Context: an optimization exercise on an open-source flow, tuned for small area. The choices shown serve that exercise and are no tape-out recipe.
In this exercise RTL edits were held to simulation tests only and were not proved equivalent to the original.
No activity file was given, so power comes from the tool's default toggle rates.

## red
==> flow/design.v <==
`default_nettype none
package frameGenPkg;
  localparam int BYTE_W   = 8;
  localparam int STAMP_W  = 24;   
  localparam int FRAMES_W = 8;    
  localparam int PCNT_W   = 13;   
  localparam int TS_W     = 6;    
  localparam int FIFO_AF_LEVEL = 240;   
  localparam logic [39:0] HIT_RECORD = {
    2'b00,      
    5'd4,       
    7'd28,      
    13'h1555,   
    13'h00E0    
  };
endpackage
`default_nettype wire
`timescale 1ns/1ps
`default_nettype none
import frameGenPkg::*;
module burstTimer (
  input  wire                 CLK,
  input  wire                 RST,
  input  wire                 nimIn,
  input  wire                 regTrigger,
  output logic                nimOut,
  output logic                startPulse,
  output logic [STAMP_W-1:0]  eventNumber,
  output logic [TS_W-1:0]     stamp
);
  logic              armed;
  logic [PCNT_W-1:0] periodCnt;
  logic [PCNT_W-1:0] periodInc;
  logic              tsValid;
  assign armed     = nimIn | regTrigger;
  assign periodInc = periodCnt + 1'b1;
  always_ff @(posedge CLK) begin
    if (RST) nimOut <= 1'b0;
    else     nimOut <= armed;
  end
  always_ff @(posedge CLK) begin
    if (RST || !armed || periodCnt[PCNT_W-1]) periodCnt <= '0;
    else                                      periodCnt <= periodInc;
  end
  always_ff @(posedge CLK) begin
    if (RST || !armed)                     eventNumber <= '0;
    else if (periodInc[PCNT_W-1] && !periodCnt[PCNT_W-1]) eventNumber <= eventNumber + 1'b1;
  end
  assign startPulse = armed && periodCnt[PCNT_W-1];
  always_ff @(posedge CLK) begin
    if (RST || !armed)   tsValid <= 1'b0;
    else if (startPulse) tsValid <= 1'b1;
  end
  assign stamp = tsValid ? periodInc[PCNT_W-1:7] : '0;
endmodule
`default_nettype wire
`timescale 1ns/1ps
`default_nettype none
import frameGenPkg::*;
module frameBuilder (
  input  wire                 CLK,
  input  wire                 RST,
  input  wire                 startPulse,
  input  wire  [FRAMES_W-1:0] frameCount,
  input  wire                 almostFull,
  output logic                wrEn,         
  output logic                burstStart,   
  output logic                frameStart,   
  output logic                footerStart,  
  output logic                frameEnd,     
  output logic                lastFrame
);
  logic                busy;
  logic [3:0]          grp;       
  logic [3:0]          idx;       
  logic [FRAMES_W-1:0] framesLeft;
  logic                stepEn;
  assign stepEn      = !almostFull;
  assign lastFrame   = (framesLeft == FRAMES_W'(1));
  assign wrEn        = busy && stepEn;
  assign burstStart  = !busy && stepEn && startPulse && (frameCount != '0);
  assign frameStart  = wrEn && grp == 4'd0 && idx == 4'd0;
  assign footerStart = wrEn && grp == 4'd9 && idx == 4'd0;
  assign frameEnd    = wrEn && grp == 4'd9 && idx == 4'd9;
  always_ff @(posedge CLK) begin
    if (RST) begin
      busy <= 1'b0;
      grp  <= '0;
      idx  <= '0;
    end else if (burstStart) begin
      busy       <= 1'b1;
    end else if (wrEn) begin
      if (idx == 4'd9) begin
        idx <= '0;
        if (grp == 4'd9) begin
          grp <= '0;
          if (lastFrame) busy <= 1'b0;
        end else begin
          grp <= grp + 1'b1;
        end
      end else begin
        idx <= idx + 1'b1;
      end
    end
  end
  always_ff @(posedge CLK) begin
    if (burstStart)    framesLeft <= frameCount;
    else if (frameEnd) framesLeft <= framesLeft - 1'b1;
  end
endmodule
`default_nettype wire
`timescale 1ns/1ps
`default_nettype none
import frameGenPkg::*;
module txByteFifo (
  input  wire                CLK,
  input  wire                RST,
  input  wire                wrEn,
  input  wire                burstStart,
  input  wire                frameStart,
  input  wire                footerStart,
  input  wire  [STAMP_W-1:0] eventNumber,
  input  wire                lastFrame,
  input  wire  [TS_W-1:0]    stamp,
  input  wire                txFull,
  output logic               almostFull,
  output logic               txWr,
  output logic [BYTE_W-1:0]  txData
);
  logic [STAMP_W-1:0] evMem   [4];
  logic               lastMem [4];
  logic [TS_W-1:0]    tsMem   [4];
  logic [1:0] evWr, frWr, evRd, frRd;
  logic [3:0] grp, idx;
  logic [7:0] count;
  logic       doRd;
  assign doRd       = !txFull && (count != '0);
  assign almostFull = (count[7:4] == 4'hF);
  always_ff @(posedge CLK) begin
    if (burstStart)  evMem[evWr] <= eventNumber;
    if (footerStart) tsMem[frWr] <= stamp;
  end
  always_ff @(posedge CLK) begin
    for (int i = 0; i < 4; i++) begin
      if (RST && i == 3)                      lastMem[i] <= 1'b1;
      else if (frameStart && frWr == 2'(i))   lastMem[i] <= lastFrame;
    end
  end
  always_ff @(posedge CLK) begin
    if (RST) begin
      evWr  <= '0;
      frWr  <= '0;
      count <= '0;
    end else begin
      if (burstStart) evWr <= evWr + 1'b1;
      if (footerStart) frWr <= frWr + 1'b1;
      case ({wrEn, doRd})
        2'b10:   count <= count + 1'b1;
        2'b01:   count <= count - 1'b1;
        default: count <= count;
      endcase
    end
  end
  logic               curLast;
  logic [STAMP_W-1:0] curEv;
  logic [TS_W-1:0]    curTs;
  logic [2:0]         recIdx;
  assign curLast = lastMem[frRd];
  assign curEv   = evMem[evRd];
  assign curTs   = tsMem[frRd];
  assign recIdx  = (idx >= 4'd5) ? 3'(idx - 4'd5) : idx[2:0];
  always_comb begin
    txData = '0;
    if (grp == 4'd0 || grp == 4'd9) begin
      case (idx)
        4'd0: txData = (grp == 4'd9) ? 8'hEA : 8'hAA;
        4'd1: txData = 8'h80;
        4'd3: txData = {((grp == 4'd9) ? curTs : 6'd0), 1'b0, curEv[23]};
        4'd4: txData = curEv[22:15];
        4'd5: txData = curEv[14:7];
        4'd6: txData = {curEv[6:0], curLast};
        4'd9: txData = 8'h10;
        default: txData = 8'h00;
      endcase
    end else begin
      txData = frameGenPkg::HIT_RECORD[(3'd4 - recIdx)*8 +: 8];
    end
  end
  always_ff @(posedge CLK) begin
    if (RST) begin
      evRd <= 2'd3;
      frRd <= 2'd3;
      grp  <= 4'd9;
      idx  <= 4'd9;
    end else if (doRd) begin
      if (idx == 4'd9) begin
        idx <= '0;
        if (grp == 4'd9) begin
          grp  <= '0;
          frRd <= frRd + 1'b1;
          if (curLast) evRd <= evRd + 1'b1;
        end else begin
          grp <= grp + 1'b1;
        end
      end else begin
        idx <= idx + 1'b1;
      end
    end
  end
  always_ff @(posedge CLK) begin
    if (RST) txWr <= 1'b0;
    else     txWr <= doRd;
  end
endmodule
`default_nettype wire
`timescale 1ns/1ps
`default_nettype none
import frameGenPkg::*;
module frameSource (
  input  wire                 CLK,
  input  wire                 RST,
  input  wire                 nimIn,
  input  wire                 regTrigger,
  input  wire  [FRAMES_W-1:0] frameCount,
  input  wire                 txFull,
  output wire                 nimOut,
  output wire                 txWr,
  output wire  [BYTE_W-1:0]   txData
);
  wire               startPulse;
  wire [STAMP_W-1:0] eventNumber;
  wire [TS_W-1:0]    stamp;
  wire wrEn, burstStart, frameStart, footerStart, frameEnd, lastFrame;
  wire almostFull;
  burstTimer i_burstTimer (
    .CLK         (CLK),
    .RST         (RST),
    .nimIn       (nimIn),
    .regTrigger  (regTrigger),
    .nimOut      (nimOut),
    .startPulse  (startPulse),
    .eventNumber (eventNumber),
    .stamp       (stamp)
  );
  frameBuilder i_frameBuilder (
    .CLK         (CLK),
    .RST         (RST),
    .startPulse  (startPulse),
    .frameCount  (frameCount),
    .almostFull  (almostFull),
    .wrEn        (wrEn),
    .burstStart  (burstStart),
    .frameStart  (frameStart),
    .footerStart (footerStart),
    .frameEnd    (frameEnd),
    .lastFrame   (lastFrame)
  );
  txByteFifo i_txByteFifo (
    .CLK         (CLK),
    .RST         (RST),
    .wrEn        (wrEn),
    .burstStart  (burstStart),
    .frameStart  (frameStart),
    .footerStart (footerStart),
    .eventNumber (eventNumber),
    .lastFrame   (lastFrame),
    .stamp       (stamp),
    .txFull      (txFull),
    .almostFull  (almostFull),
    .txWr        (txWr),
    .txData      (txData)
  );
endmodule
`default_nettype wire
==> flow/config.mk <==
export PLATFORM = sky130hd
export DESIGN_NAME = frameSource
export DESIGN_NICKNAME = frameSource
export VERILOG_FILES = /design/flow/design.v
export SDC_FILE = /design/flow/constraint.sdc
export NUM_CORES = 4
export LEC_CHECK = 0
export CAP_MARGIN = 20
export CORE_MARGIN = 2
export CORE_UTILIZATION = 70
export SLEW_MARGIN = 20
==> flow/constraint.sdc <==
create_clock -name core_clock -period 5.0 [get_ports {CLK}]
set_input_delay 1.0000 -clock core_clock [delete_from_list [all_inputs] [get_ports {CLK}]]
set_output_delay 1.0000 -clock core_clock [all_outputs]
set_load 0.01 [all_outputs]
run.sh (not shown) runs the stock make flow with config.mk's settings and CLKGATE_MAP_FILE= SYNTH_SCRIPT=/design/flow/synth_recipe.tcl, a recipe that flattens the netlist after the stock synthesis.
Relative to red, the following input files were edited for purple:
--- a/flow/design.v
+++ b/flow/design.v
@@ -43,7 +43,14 @@
     else                                      periodCnt <= periodInc;
   end
-  always_ff @(posedge CLK) begin
-    if (RST || !armed)                     eventNumber <= '0;
-    else if (periodInc[PCNT_W-1] && !periodCnt[PCNT_W-1]) eventNumber <= eventNumber + 1'b1;
+  logic evShift;
+  logic evCarry;
+  assign evShift = !periodCnt[PCNT_W-1] && (&periodCnt[11:5]) && (periodCnt[4] || periodCnt[3]);
+  always_ff @(posedge CLK) begin
+    if (RST || !armed)  eventNumber <= '0;
+    else if (evShift)   eventNumber <= {eventNumber[0] ^ evCarry, eventNumber[STAMP_W-1:1]};
+  end
+  always_ff @(posedge CLK) begin
+    if (evShift) evCarry <= evCarry & eventNumber[0];
+    else         evCarry <= 1'b1;
   end
   assign startPulse = armed && periodCnt[PCNT_W-1];
Results
- Overall die area in purple is about 1% lower than in red
- purple vs. red: post-route cell area decreased about 0.3%, number of standard cells in the final layout excluding fillers decreased 16, quantity of gates resized following cts decreased 2, peak clock frequency supported by timing increased about 2.5%.


== main ==
Starts from the design.v that is shown in full above.
Settings: LEC_CHECK=0, CAP_MARGIN=20, CORE_MARGIN=2, CORE_UTILIZATION=40, SLEW_MARGIN=20; clock period 5.0 ns.
### main -> the feature branch
--- a/flow/design.v
+++ b/flow/design.v
@@ -138,16 +138,11 @@
   assign almostFull = (count[7:4] == 4'hF);
   always_ff @(posedge CLK) begin
-    if (burstStart)  evMem[evWr] <= eventNumber;
-    if (footerStart) tsMem[frWr] <= stamp;
-  end
-  always_ff @(posedge CLK) begin
-    for (int i = 0; i < 4; i++) begin
-      if (RST && i == 3)                      lastMem[i] <= 1'b1;
-      else if (frameStart && frWr == 2'(i))   lastMem[i] <= lastFrame;
-    end
+    if (burstStart)  evMem[evWr]   <= eventNumber;
+    if (frameStart)  lastMem[frWr] <= lastFrame;
+    if (footerStart) tsMem[frWr]   <= stamp;
   end
   always_ff @(posedge CLK) begin
     if (RST) begin
-      evWr  <= '0;
+      evWr  <= 2'd0;
       frWr  <= '0;
       count <= '0;
@@ -165,4 +160,5 @@
   logic [STAMP_W-1:0] curEv;
   logic [TS_W-1:0]    curTs;
+  logic [BYTE_W-1:0]  rdByte;
   logic [2:0]         recIdx;
   assign curLast = lastMem[frRd];
@@ -171,26 +167,26 @@
   assign recIdx  = (idx >= 4'd5) ? 3'(idx - 4'd5) : idx[2:0];
   always_comb begin
-    txData = '0;
+    rdByte = '0;
     if (grp == 4'd0 || grp == 4'd9) begin
       case (idx)
-        4'd0: txData = (grp == 4'd9) ? 8'hEA : 8'hAA;
-        4'd1: txData = 8'h80;
-        4'd3: txData = {((grp == 4'd9) ? curTs : 6'd0), 1'b0, curEv[23]};
-        4'd4: txData = curEv[22:15];
-        4'd5: txData = curEv[14:7];
-        4'd6: txData = {curEv[6:0], curLast};
-        4'd9: txData = 8'h10;
-        default: txData = 8'h00;
+        4'd0: rdByte = (grp == 4'd9) ? 8'hEA : 8'hAA;
+        4'd1: rdByte = 8'h80;
+        4'd3: rdByte = {((grp == 4'd9) ? curTs : 6'd0), 1'b0, curEv[23]};
+        4'd4: rdByte = curEv[22:15];
+        4'd5: rdByte = curEv[14:7];
+        4'd6: rdByte = {curEv[6:0], curLast};
+        4'd9: rdByte = 8'h10;
+        default: rdByte = 8'h00;
       endcase
     end else begin
-      txData = frameGenPkg::HIT_RECORD[(3'd4 - recIdx)*8 +: 8];
+      rdByte = frameGenPkg::HIT_RECORD[(3'd4 - recIdx)*8 +: 8];
     end
   end
   always_ff @(posedge CLK) begin
     if (RST) begin
-      evRd <= 2'd3;
-      frRd <= 2'd3;
-      grp  <= 4'd9;
-      idx  <= 4'd9;
+      evRd <= '0;
+      frRd <= '0;
+      grp  <= '0;
+      idx  <= '0;
     end else if (doRd) begin
       if (idx == 4'd9) begin
@@ -211,4 +207,7 @@
     if (RST) txWr <= 1'b0;
     else     txWr <= doRd;
+  end
+  always_ff @(posedge CLK) begin
+    if (doRd) txData <= rdByte;
   end
 endmodule
[summary]
- On power density over the cells: between the feature branch and main, it ends up lower for the feature branch.
- Max wire length of the first global-routing pass across the feature branch and main: main
- Maximum number of pins on one net before global-route repair for the feature branch: 6 up relative to main
- The feature branch vs main, core area went up by about 6%.
- Summary of the feature branch over main: final critical-path required period moved down, via count increased by 52 relative to the old numbers.

## port drivers added, routing unchanged
The flow's constraints put no driver on any port. The routed layouts listed below were extracted and timed again, unchanged, in two steps. Step 1 sets driving cells, clkbuf_16 on the clock port and buf_2 on the other inputs (assumed; they add their load-dependent delay and slew). Step 2 times the ports against the registers' clock, not the clock port: input delays grow and output delays shrink by t, the midpoint of the rising clock arrivals with the driver on. a / b / c = ideal ports / drivers / drivers and shift; a / b = the first two.
run | t, ns | setup slack, ns | worst setup path after step 2 | worst slew at a driven data input, ns
red | 0.520 | 0.206 / 0.164 / 0.684 | register to output | 0.04
purple | 0.530 | 0.322 / 0.278 / 0.808 | register to output | 0.04
main | 0.538 | 0.272 / 0.227 / 0.765 | register to output | 0.03
the feature branch | 0.536 | 1.820 / 1.838 / 1.303 | input to register | 0.03
After both steps setup and hold are still met in every run listed. For the feature branch, which loses most, drivers alone change the setup slack by +0.018 ns; drivers and shift together by -0.517 ns.
